Background: an optimization exercise with open tools, aiming at small area. Do not read the settings as production practice.
The RTL was checked by simulation tests, not by an equivalence proof against the original design.
No activity file was given, so power comes from the tool's default toggle rates.

## design.v

```verilog
package rv_exec_pkg;
    localparam int xlen = 32;
    localparam int reg_addr_w = 5;
    localparam int num_regs = 1 << reg_addr_w;
    localparam int shamt_w = $clog2(xlen);
    localparam logic [4:0] opc_op     = 5'b01100;
    localparam logic [4:0] opc_op_imm = 5'b00100;
    localparam logic [4:0] opc_lui    = 5'b01101;
    localparam logic [4:0] opc_auipc  = 5'b00101;
    localparam logic [4:0] opc_jal    = 5'b11011;
    localparam logic [4:0] opc_jalr   = 5'b11001;
    localparam logic [4:0] opc_branch = 5'b11000;
    localparam logic [2:0] f3_beq  = 3'b000;
    localparam logic [2:0] f3_bne  = 3'b001;
    localparam logic [2:0] f3_blt  = 3'b100;
    localparam logic [2:0] f3_bge  = 3'b101;
    localparam logic [2:0] f3_bltu = 3'b110;
    localparam logic [2:0] f3_bgeu = 3'b111;
    localparam logic [xlen-1:0] link_offset = xlen'(4);
    typedef enum logic [3:0] {
        alu_add    = 4'd0,
        alu_sub    = 4'd1,
        alu_sll    = 4'd2,
        alu_slt    = 4'd3,
        alu_sltu   = 4'd4,
        alu_xor    = 4'd5,
        alu_srl    = 4'd6,
        alu_sra    = 4'd7,
        alu_or     = 4'd8,
        alu_and    = 4'd9,
        alu_pass_b = 4'd10
    } alu_op_t;
endpackage
`timescale 1ns/10ps
module reg_file (
    input  logic                               clk,
    input  logic                               rst_n,
    input  logic [rv_exec_pkg::reg_addr_w-1:0] ra1,
    input  logic [rv_exec_pkg::reg_addr_w-1:0] ra2,
    output logic [rv_exec_pkg::xlen-1:0]       rd1,
    output logic [rv_exec_pkg::xlen-1:0]       rd2,
    input  logic                               we,
    input  logic [rv_exec_pkg::reg_addr_w-1:0] wa,
    input  logic [rv_exec_pkg::xlen-1:0]       wd
);
    logic [rv_exec_pkg::xlen-1:0] regs [rv_exec_pkg::num_regs];
    always_ff @(posedge clk) begin
        if (!rst_n) begin
            for (int i = 0; i < rv_exec_pkg::num_regs; i++) begin
                regs[i] <= '0;
            end
        end else if (we && (wa != '0)) begin
            regs[wa] <= wd;
        end
    end
    assign rd1 = regs[ra1];
    assign rd2 = regs[ra2];
endmodule
`timescale 1ns/10ps
module operand_stage (
    input  logic                               clk,
    input  logic                               rst_n,
    input  logic                               inst_valid,
    input  logic [31:0]                        inst,
    input  logic [rv_exec_pkg::xlen-1:0]       inst_pc,
    input  logic [rv_exec_pkg::xlen-1:0]       rd1,
    input  logic [rv_exec_pkg::xlen-1:0]       rd2,
    output logic [rv_exec_pkg::reg_addr_w-1:0] ra1,
    output logic [rv_exec_pkg::reg_addr_w-1:0] ra2,
    input  logic                               fwd_we,
    input  logic [rv_exec_pkg::reg_addr_w-1:0] fwd_rd,
    input  logic [rv_exec_pkg::xlen-1:0]       fwd_data,
    output logic                               x_valid,
    output logic [31:0]                        x_inst,
    output logic [rv_exec_pkg::xlen-1:0]       x_pc,
    output logic [rv_exec_pkg::xlen-1:0]       x_rs1,
    output logic [rv_exec_pkg::xlen-1:0]       x_rs2
);
    logic                         hit1;
    logic                         hit2;
    logic [rv_exec_pkg::xlen-1:0] op1;
    logic [rv_exec_pkg::xlen-1:0] op2;
    assign ra1 = inst[19:15];
    assign ra2 = inst[24:20];
    assign hit1 = fwd_we && (fwd_rd == ra1) && (ra1 != '0);
    assign hit2 = fwd_we && (fwd_rd == ra2) && (ra2 != '0);
    assign op1 = hit1 ? fwd_data : rd1;
    assign op2 = hit2 ? fwd_data : rd2;
    always_ff @(posedge clk) begin
        if (!rst_n) begin
            x_valid <= 1'b0;
        end else begin
            x_valid <= inst_valid;
        end
    end
    always_ff @(posedge clk) begin
        if (inst_valid) begin
            x_inst <= inst;
            x_pc   <= inst_pc;
            x_rs1  <= op1;
            x_rs2  <= op2;
        end
    end
endmodule
`timescale 1ns/10ps
module imm_gen (
    input  logic [31:0]                  inst,
    output logic [rv_exec_pkg::xlen-1:0] imm
);
    logic [4:0] opcode;
    logic       sign;
    assign opcode = inst[6:2];
    assign sign   = inst[31];
    always_comb begin
        case (opcode)
            rv_exec_pkg::opc_op_imm,
            rv_exec_pkg::opc_jalr: begin
                imm = {{(rv_exec_pkg::xlen-12){sign}}, inst[31:20]};
            end
            rv_exec_pkg::opc_branch: begin
                imm = {{(rv_exec_pkg::xlen-12){sign}}, inst[7], inst[30:25], inst[11:8],
                       1'b0};
            end
            rv_exec_pkg::opc_lui,
            rv_exec_pkg::opc_auipc: begin
                imm = {{(rv_exec_pkg::xlen-32){sign}}, inst[31:12], 12'b0};
            end
            rv_exec_pkg::opc_jal: begin
                imm = {{(rv_exec_pkg::xlen-20){sign}}, inst[19:12], inst[20], inst[30:21],
                       1'b0};
            end
            default: begin
                imm = '0;
            end
        endcase
    end
endmodule
`timescale 1ns/10ps
module alu_unit (
    input  logic [31:0]                  inst,
    input  logic [rv_exec_pkg::xlen-1:0] pc,
    input  logic [rv_exec_pkg::xlen-1:0] rs1,
    input  logic [rv_exec_pkg::xlen-1:0] rs2,
    input  logic [rv_exec_pkg::xlen-1:0] imm,
    output logic [rv_exec_pkg::xlen-1:0] alu_result,
    output logic                         alu_write
);
    logic [4:0]                       opcode;
    logic [2:0]                       funct3;
    logic                             alt;
    rv_exec_pkg::alu_op_t             op;
    logic [rv_exec_pkg::xlen-1:0]     a;
    logic [rv_exec_pkg::xlen-1:0]     b;
    logic [rv_exec_pkg::shamt_w-1:0]  shamt;
    assign opcode = inst[6:2];
    assign funct3 = inst[14:12];
    assign alt    = inst[30];
    always_comb begin
        case (funct3)
            3'b000:  op = (alt && (opcode == rv_exec_pkg::opc_op)) ? rv_exec_pkg::alu_sub
                                                                   : rv_exec_pkg::alu_add;
            3'b001:  op = rv_exec_pkg::alu_sll;
            3'b010:  op = rv_exec_pkg::alu_slt;
            3'b011:  op = rv_exec_pkg::alu_sltu;
            3'b100:  op = rv_exec_pkg::alu_xor;
            3'b101:  op = alt ? rv_exec_pkg::alu_sra : rv_exec_pkg::alu_srl;
            3'b110:  op = rv_exec_pkg::alu_or;
            default: op = rv_exec_pkg::alu_and;
        endcase
        if (opcode == rv_exec_pkg::opc_lui) begin
            op = rv_exec_pkg::alu_pass_b;
        end else if (opcode == rv_exec_pkg::opc_auipc) begin
            op = rv_exec_pkg::alu_add;
        end
    end
    assign a     = (opcode == rv_exec_pkg::opc_auipc) ? pc : rs1;
    assign b     = (opcode == rv_exec_pkg::opc_op) ? rs2 : imm;
    assign shamt = b[rv_exec_pkg::shamt_w-1:0];
    always_comb begin
        case (op)
            rv_exec_pkg::alu_add:    alu_result = a + b;
            rv_exec_pkg::alu_sub:    alu_result = a - b;
            rv_exec_pkg::alu_sll:    alu_result = a << shamt;
            rv_exec_pkg::alu_slt:    alu_result = {{(rv_exec_pkg::xlen-1){1'b0}},
                                                   $signed(a) < $signed(b)};
            rv_exec_pkg::alu_sltu:   alu_result = {{(rv_exec_pkg::xlen-1){1'b0}}, a < b};
            rv_exec_pkg::alu_xor:    alu_result = a ^ b;
            rv_exec_pkg::alu_srl:    alu_result = a >> shamt;
            rv_exec_pkg::alu_sra:    alu_result = $unsigned($signed(a) >>> shamt);
            rv_exec_pkg::alu_or:     alu_result = a | b;
            rv_exec_pkg::alu_and:    alu_result = a & b;
            default:                 alu_result = b;
        endcase
    end
    assign alu_write = (opcode == rv_exec_pkg::opc_op)     ||
                       (opcode == rv_exec_pkg::opc_op_imm) ||
                       (opcode == rv_exec_pkg::opc_lui)    ||
                       (opcode == rv_exec_pkg::opc_auipc);
endmodule
`timescale 1ns/10ps
module branch_unit (
    input  logic [31:0]                  inst,
    input  logic [rv_exec_pkg::xlen-1:0] pc,
    input  logic [rv_exec_pkg::xlen-1:0] rs1,
    input  logic [rv_exec_pkg::xlen-1:0] rs2,
    input  logic [rv_exec_pkg::xlen-1:0] imm,
    output logic                         take,
    output logic [rv_exec_pkg::xlen-1:0] target,
    output logic                         link,
    output logic [rv_exec_pkg::xlen-1:0] link_data
);
    logic [4:0]                   opcode;
    logic                         is_jal;
    logic                         is_jalr;
    logic                         is_branch;
    logic                         eq;
    logic                         lt;
    logic                         ltu;
    logic                         cond;
    logic [rv_exec_pkg::xlen-1:0] jalr_sum;
    assign opcode    = inst[6:2];
    assign is_jal    = (opcode == rv_exec_pkg::opc_jal);
    assign is_jalr   = (opcode == rv_exec_pkg::opc_jalr);
    assign is_branch = (opcode == rv_exec_pkg::opc_branch);
    assign eq  = (rs1 == rs2);
    assign lt  = ($signed(rs1) < $signed(rs2));
    assign ltu = (rs1 < rs2);
    always_comb begin
        case (inst[14:12])
            rv_exec_pkg::f3_beq:  cond = eq;
            rv_exec_pkg::f3_bne:  cond = !eq;
            rv_exec_pkg::f3_blt:  cond = lt;
            rv_exec_pkg::f3_bge:  cond = !lt;
            rv_exec_pkg::f3_bltu: cond = ltu;
            rv_exec_pkg::f3_bgeu: cond = !ltu;
            default:              cond = 1'b0;
        endcase
    end
    assign take = is_jal || is_jalr || (is_branch && cond);
    assign jalr_sum = rs1 + imm;
    assign target   = is_jalr ? {jalr_sum[rv_exec_pkg::xlen-1:1], 1'b0} : pc + imm;
    assign link      = is_jal || is_jalr;
    assign link_data = pc + rv_exec_pkg::link_offset;
endmodule
`timescale 1ns/10ps
module exec_stage (
    input  logic                               clk,
    input  logic                               rst_n,
    input  logic                               x_valid,
    input  logic [31:0]                        x_inst,
    input  logic [rv_exec_pkg::xlen-1:0]       x_pc,
    input  logic [rv_exec_pkg::xlen-1:0]       x_rs1,
    input  logic [rv_exec_pkg::xlen-1:0]       x_rs2,
    output logic                               fwd_we,
    output logic [rv_exec_pkg::reg_addr_w-1:0] fwd_rd,
    output logic [rv_exec_pkg::xlen-1:0]       fwd_data,
    output logic                               retire_valid,
    output logic                               wb_we,
    output logic [rv_exec_pkg::reg_addr_w-1:0] wb_rd,
    output logic [rv_exec_pkg::xlen-1:0]       wb_data,
    output logic                               redirect,
    output logic [rv_exec_pkg::xlen-1:0]       redirect_pc
);
    logic [rv_exec_pkg::xlen-1:0] imm;
    logic [rv_exec_pkg::xlen-1:0] alu_result;
    logic                         alu_write;
    logic                         take;
    logic [rv_exec_pkg::xlen-1:0] target;
    logic                         link;
    logic [rv_exec_pkg::xlen-1:0] link_data;
    imm_gen u_imm_gen (
        .inst (x_inst),
        .imm  (imm)
    );
    alu_unit u_alu_unit (
        .inst       (x_inst),
        .pc         (x_pc),
        .rs1        (x_rs1),
        .rs2        (x_rs2),
        .imm        (imm),
        .alu_result (alu_result),
        .alu_write  (alu_write)
    );
    branch_unit u_branch_unit (
        .inst      (x_inst),
        .pc        (x_pc),
        .rs1       (x_rs1),
        .rs2       (x_rs2),
        .imm       (imm),
        .take      (take),
        .target    (target),
        .link      (link),
        .link_data (link_data)
    );
    assign fwd_rd   = x_inst[11:7];
    assign fwd_we   = x_valid && (alu_write || link) && (fwd_rd != '0);
    assign fwd_data = link ? link_data : alu_result;
    always_ff @(posedge clk) begin
        if (!rst_n) begin
            retire_valid <= 1'b0;
            wb_we        <= 1'b0;
            redirect     <= 1'b0;
        end else begin
            retire_valid <= x_valid;
            wb_we        <= fwd_we;
            redirect     <= x_valid && take;
        end
    end
    always_ff @(posedge clk) begin
        wb_rd       <= fwd_rd;
        wb_data     <= fwd_data;
        redirect_pc <= target;
    end
endmodule
`timescale 1ns/10ps
module exec_core (
    input  logic                               clk,
    input  logic                               rst_n,
    input  logic                               inst_valid,
    input  logic [31:0]                        inst,
    input  logic [rv_exec_pkg::xlen-1:0]       inst_pc,
    output logic                               retire_valid,
    output logic                               wb_we,
    output logic [rv_exec_pkg::reg_addr_w-1:0] wb_rd,
    output logic [rv_exec_pkg::xlen-1:0]       wb_data,
    output logic                               redirect,
    output logic [rv_exec_pkg::xlen-1:0]       redirect_pc
);
    logic [rv_exec_pkg::reg_addr_w-1:0] ra1;
    logic [rv_exec_pkg::reg_addr_w-1:0] ra2;
    logic [rv_exec_pkg::xlen-1:0]       rd1;
    logic [rv_exec_pkg::xlen-1:0]       rd2;
    logic                               fwd_we;
    logic [rv_exec_pkg::reg_addr_w-1:0] fwd_rd;
    logic [rv_exec_pkg::xlen-1:0]       fwd_data;
    logic                               x_valid;
    logic [31:0]                        x_inst;
    logic [rv_exec_pkg::xlen-1:0]       x_pc;
    logic [rv_exec_pkg::xlen-1:0]       x_rs1;
    logic [rv_exec_pkg::xlen-1:0]       x_rs2;
    operand_stage u_operand_stage (
        .clk        (clk),
        .rst_n      (rst_n),
        .inst_valid (inst_valid),
        .inst       (inst),
        .inst_pc    (inst_pc),
        .rd1        (rd1),
        .rd2        (rd2),
        .ra1        (ra1),
        .ra2        (ra2),
        .fwd_we     (fwd_we),
        .fwd_rd     (fwd_rd),
        .fwd_data   (fwd_data),
        .x_valid    (x_valid),
        .x_inst     (x_inst),
        .x_pc       (x_pc),
        .x_rs1      (x_rs1),
        .x_rs2      (x_rs2)
    );
    exec_stage u_exec_stage (
        .clk          (clk),
        .rst_n        (rst_n),
        .x_valid      (x_valid),
        .x_inst       (x_inst),
        .x_pc         (x_pc),
        .x_rs1        (x_rs1),
        .x_rs2        (x_rs2),
        .fwd_we       (fwd_we),
        .fwd_rd       (fwd_rd),
        .fwd_data     (fwd_data),
        .retire_valid (retire_valid),
        .wb_we        (wb_we),
        .wb_rd        (wb_rd),
        .wb_data      (wb_data),
        .redirect     (redirect),
        .redirect_pc  (redirect_pc)
    );
    reg_file u_reg_file (
        .clk   (clk),
        .rst_n (rst_n),
        .ra1   (ra1),
        .ra2   (ra2),
        .rd1   (rd1),
        .rd2   (rd2),
        .we    (fwd_we),
        .wa    (fwd_rd),
        .wd    (fwd_data)
    );
endmodule
```

## run.sh

```bash
#!/bin/bash
# synth_recipe.tcl (not shown) runs the flow's synth.tcl, then flattens the netlist and writes it again
# the make line also repeats each setting of config.mk as NAME=value (left out here)
make -C /OpenROAD-flow-scripts/flow DESIGN_CONFIG=/design/flow/config.mk WORK_HOME=/design/flow/orfs CLKGATE_MAP_FILE= SYNTH_SCRIPT=/design/flow/synth_recipe.tcl finish
```

## config.mk

```make
export PLATFORM = sky130hd
export DESIGN_NAME = exec_core
export DESIGN_NICKNAME = exec_core
export VERILOG_FILES = /design/flow/design.v
export SDC_FILE = /design/flow/constraint.sdc
export NUM_CORES = 4
export LEC_CHECK = 0
export CAP_MARGIN = 20
export CORE_MARGIN = 2
export CORE_UTILIZATION = 40
export SLEW_MARGIN = 20
```

## constraint.sdc

```tcl
create_clock -name core_clock -period 6.0 [get_ports {clk}]
set_input_delay 1.2000 -clock core_clock [delete_from_list [all_inputs] [get_ports {clk}]]
set_output_delay 1.2000 -clock core_clock [all_outputs]
set_load 0.01 [all_outputs]
```

==> impl_metrics.env <==
export IMPL_final_nets=6624
export IMPL_syn_area_sq_um=75100
export IMPL_maxClockFrequency_ghz=0.171
export IMPL_routed_via_density=6.50
export IMPL_critical_path_class="flop to flop"
export IMPL_finalHoldViolations=0
export IMPL_cts_max_path_buffers=3
export IMPL_path_cells="buf_4 -> or3_1 -> o22ai_1 -> buf_4 -> and2_1 -> a21o_1 -> ha_1 -> nor3_1 -> nand2_1 -> o211ai_1 -> o21ai_0 -> buf_4 -> a21o_1 -> or4_1 -> nor4b_1 -> a2111oi_1 -> a31o_2 -> buf_12 -> a21oi_1"
export IMPL_synth_area_leaders="edfxtp_1 (46%), mux4_2 (19%), nor2_1 (5.4%)"
export IMPL_cts_tree="built"
export IMPL_drive_gt1_share_pct=22.8
export IMPL_dpl_hpwl_microns=215000
export IMPL_drt_wl_total_microns=310000
export IMPL_slew_headroom_pct=27.5
export IMPL_async_reset_ff_share_pct=0
export IMPL_areaGrowthSynthToFinish_pct=14.7
export IMPL_min_period_ns=5.84
export IMPL_ir_worst_vdd_uv=285
export IMPL_yosys_area_top_type="edfxtp_1"
export IMPL_finalNonFillerCells=8967
export IMPL_ant_nets=0
export IMPL_num_io_pins=139
export IMPL_hold_buffers=0
export IMPL_worstSetupStartpoint="u_operand_stage.x_inst[6]$_DFFE_PP_"
export IMPL_holdPathStages=1
export IMPL_crit_end="u_operand_stage.x_rs2[27]$_DFFE_PP_"
export IMPL_die_h_microns=437
export IMPL_vias=58300
export IMPL_setup_viol=0
export IMPL_power_leakage_nw=31.6
export IMPL_cp_depth=19
export IMPL_synth_seq_cells=1223
export IMPL_crit_path_top_delay_cell="a2111oi_1"
export IMPL_antenna_found_initial=24
export IMPL_cpMostUsedCell="buf_4"
export IMPL_synth_avg_cell_area_sq_um=12.1
export IMPL_grt_pass1_wl_microns=432000
export IMPL_h_tree_depth=4
export IMPL_place_area_sq_um=81500
export IMPL_worst_pin_slew_ns=1.08
export IMPL_r2r_start="u_operand_stage.x_inst[6]$_DFFE_PP_"
export IMPL_drt_pass1_iterations=8
export IMPL_gr_usage_all_layers_pct=31.9
export IMPL_hold_path_class="flop to flop"
export IMPL_coreArea_sq_um=187000
export IMPL_wl_per_cell_microns=34.5
export IMPL_drc_errors=0
export IMPL_regToRegEndpoint="u_operand_stage.x_rs2[27]$_DFFE_PP_"
export IMPL_cts_root_buf="clkbuf_16"
export IMPL_gp_congestion=1.02
export IMPL_port_buffers=136
export IMPL_initial_core_util_pct=40.1
export IMPL_cp_top_family="compound AO/OA/AOI/OAI gates"
export IMPL_ys_types=119
export IMPL_overflow=0
export IMPL_max_stage_delay_ns=0.56
export IMPL_drv_cap=0
export IMPL_insertion_delay_ns=0.81
export IMPL_cp_max_fo=34
export IMPL_synth_top_area_share_pct=46.0
export IMPL_cts_inserted_buffers=138
export IMPL_cp_data_required_time_ns=6.49
export IMPL_finalCritPeriodShare_pct=97.3
export IMPL_grt_pass1_vias=56700
export IMPL_placedCellCount=8706
export IMPL_skew_ns=0.0583
export IMPL_clock_sinks=1223
export IMPL_syn_inst=6192
export IMPL_rows=159
export IMPL_slew_viol_final=0
export IMPL_ys_seq_area_share_pct=47.9
export IMPL_rsz0062_at_grt="yes"
export IMPL_drt_initial_drc_count=8323
export IMPL_grt_max_degree=89
export IMPL_post_route_cell_area_sq_um=86100
export IMPL_synth_edf_count=1150
export IMPL_r2r_slack_ns=0.16
export IMPL_r2r_cells=19
export IMPL_power_density_nw_per_um2=289
export IMPL_crit_buf_inv=4
export IMPL_end_kind="flop"
export IMPL_die_width_microns=437
export IMPL_synth_flop_cell="edfxtp_1"
export IMPL_ys_warn_count=6
export IMPL_dieArea_sq_um=191000
export IMPL_cp_arrival_ns=6.32
export IMPL_clk_pin_slew_ns=0.06
export IMPL_worstSetupStartpointType="flop"
export IMPL_status="complete, no violations"
[cells in the final DEF (no fill, tap or decap), drive strengths merged, types with 41 or more instances in the layout]
master         instances
clkdlybuf4s50        124
nand4                 50
mux4                 646
a21o                  88
dfxtp                 73
nor3                  73
inv                  188
ha                   198
o211ai               116
xor2                  51
a211oi                92
a21oi                275
nand2                301
xnor2                 46
and2                  76
nor2                1087
mux2i                 81
nor2b                 95
edfxtp              1150
clkbuf               182
clkinv                50
nand3                125
buf                  440
o21ai                258
and3                  41
[state kept, by name, indices dropped and copies added (netlist names)]
| name | cells |
|---|---|
| u_exec_stage.redirect_pc | 32 |
| u_exec_stage.wb_rd | 5 |
| u_operand_stage.x_rs2 | 32 |
| u_exec_stage.redirect | 1 |
| u_operand_stage.x_inst | 30 |
| u_operand_stage.x_pc | 32 |
| u_operand_stage.x_rs1 | 32 |
| u_exec_stage.wb_we | 1 |
| u_operand_stage.x_valid | 1 |
| u_reg_file.regs | 1024 |
| u_exec_stage.wb_data | 32 |
| u_exec_stage.retire_valid | 1 |
[cells by family after synthesis]
| kind of cell | after synthesis | synth area share, % |
|---|---|---|
| flops | 1223 | 47.9 |
| simple gates | 1977 | 11.8 |
| buf+inv | 753 | 4.24 |
| fa+ha+maj | 202 | 3.41 |
| compound gates | 1183 | 10.6 |
| xor+xnor | 97 | 1.13 |
| mux | 756 | 20.9 |
| other cells | 1 | 0.00500 |
[report_power, final]
group          internal [mW]  total [mW]  switching, mW
Sequential              9.78        10.1          0.345
Clock                   4.87        8.56           3.69
Combinational           2.28        6.18           3.90
[final cells by class]
cell class                      instances  area [sq um]
Multi-Input combinational cell       4247         36300
Sequential cell                      1223         36000
Inverter                              181           681
Fill cell                           16800        101000
Antenna cell                            5          12.5
Clock inverter                         70           783
Tap cell                             2495          3120
Timing Repair Buffer                  564          5420
Clock buffer                          182          3760
[cells in the mapped netlist, types with 50 or more instances]
library cell  instances
a211oi_1             90
a21o_1               87
a21oi_1             274
and2_1               75
buf_1                58
buf_2               146
clkbuf_1            334
dfxtp_1              73
edfxtp_1           1150
ha_1                198
inv_1               173
mux2i_1              81
mux4_2              646
nand2_1             299
nand3_1             124
nand4_1              50
nor2_1             1084
nor2b_1              95
nor3_1               70
o211ai_1            113
o21ai_0             232
xor2_1               51
[metrics by stage]
| stage | power [mW] | util [%] | worst slack [ns] | TNS, ns | hold WS [ns] |
|---|---|---|---|---|---|
| final | 24.9 | 46.0 | 0.165 | 0 | 0.570 |
| after global routing | 25.6 | 46.0 | -0.00420 | -0.00803 | 0.623 |
| after CTS | 24.8 | 46.0 | 0.0549 | 0 | 0.578 |
| after detailed placement | 16.3 | 43.5 | 0.0834 | 0 | 0.564 |
| after global placement | 16.3 | 43.5 | -0.0393 | -0.0948 | 0.561 |
| after floorplan | 13.5 | - | 0.918 | 0 | 0.346 |
[per-layer routing]
layer	vias to the layer above	share of wire [%]	GRT usage [%]
met5	-	0.035	0
met4	16	6.2	16.6
met3	782	10	5.84
met2	3884	47	51.6
met1	29500	37	40.8
li1	24000	-	-
[worst min path at each step]
| stage | start | to | slack [ns] |
|---|---|---|---|
| floorplan | u_operand_stage.x_inst[7]$_DFFE_PP_ | u_exec_stage.wb_rd[0]$_DFF_P_ | 0.35 |
| global placement | u_operand_stage.x_inst[8]$_DFFE_PP_ | u_exec_stage.wb_rd[1]$_DFF_P_ | 0.56 |
| detailed placement | u_operand_stage.x_inst[8]$_DFFE_PP_ | u_exec_stage.wb_rd[1]$_DFF_P_ | 0.56 |
| CTS | u_operand_stage.x_inst[8]$_DFFE_PP_ | u_exec_stage.wb_rd[1]$_DFF_P_ | 0.58 |
| global route | u_operand_stage.x_inst[8]$_DFFE_PP_ | u_exec_stage.wb_rd[1]$_DFF_P_ | 0.62 |
| finish | u_operand_stage.x_inst[8]$_DFFE_PP_ | u_exec_stage.wb_rd[1]$_DFF_P_ | 0.57 |
[what timing repair did]
action                                  in CTS  in global routing
hold endpoints to repair                     0                  0
setup buffers                                0                  4
endpoints found under the setup margin       0                204
resized for setup                            0                 10

-- what the ideal ports hide --
No port has a modelled driver above. Below, the same layout with a new extraction and two added sets of constraints. Step 1: set_driving_cell puts a clkbuf_16 on clk and a buf_2 on each other input, an assumption about the parent block. Step 2 moves the port delays by t, midway between the first and last clock arrival at a register: inputs arrive t later, outputs are due t later. That takes back most of the time a late clock gives input paths. Three values: no drivers, after step 1, after step 2; two values: the first two.
t (ns): 0.863
setup WS [ns]: 0.165 / 0.165 / 0.165
worst slew at a driven data input, ns: 0.06
After both steps this run still meets setup and hold. The setup slack of this run moves by 0.000 ns with the drivers and by 0.000 ns with both steps.
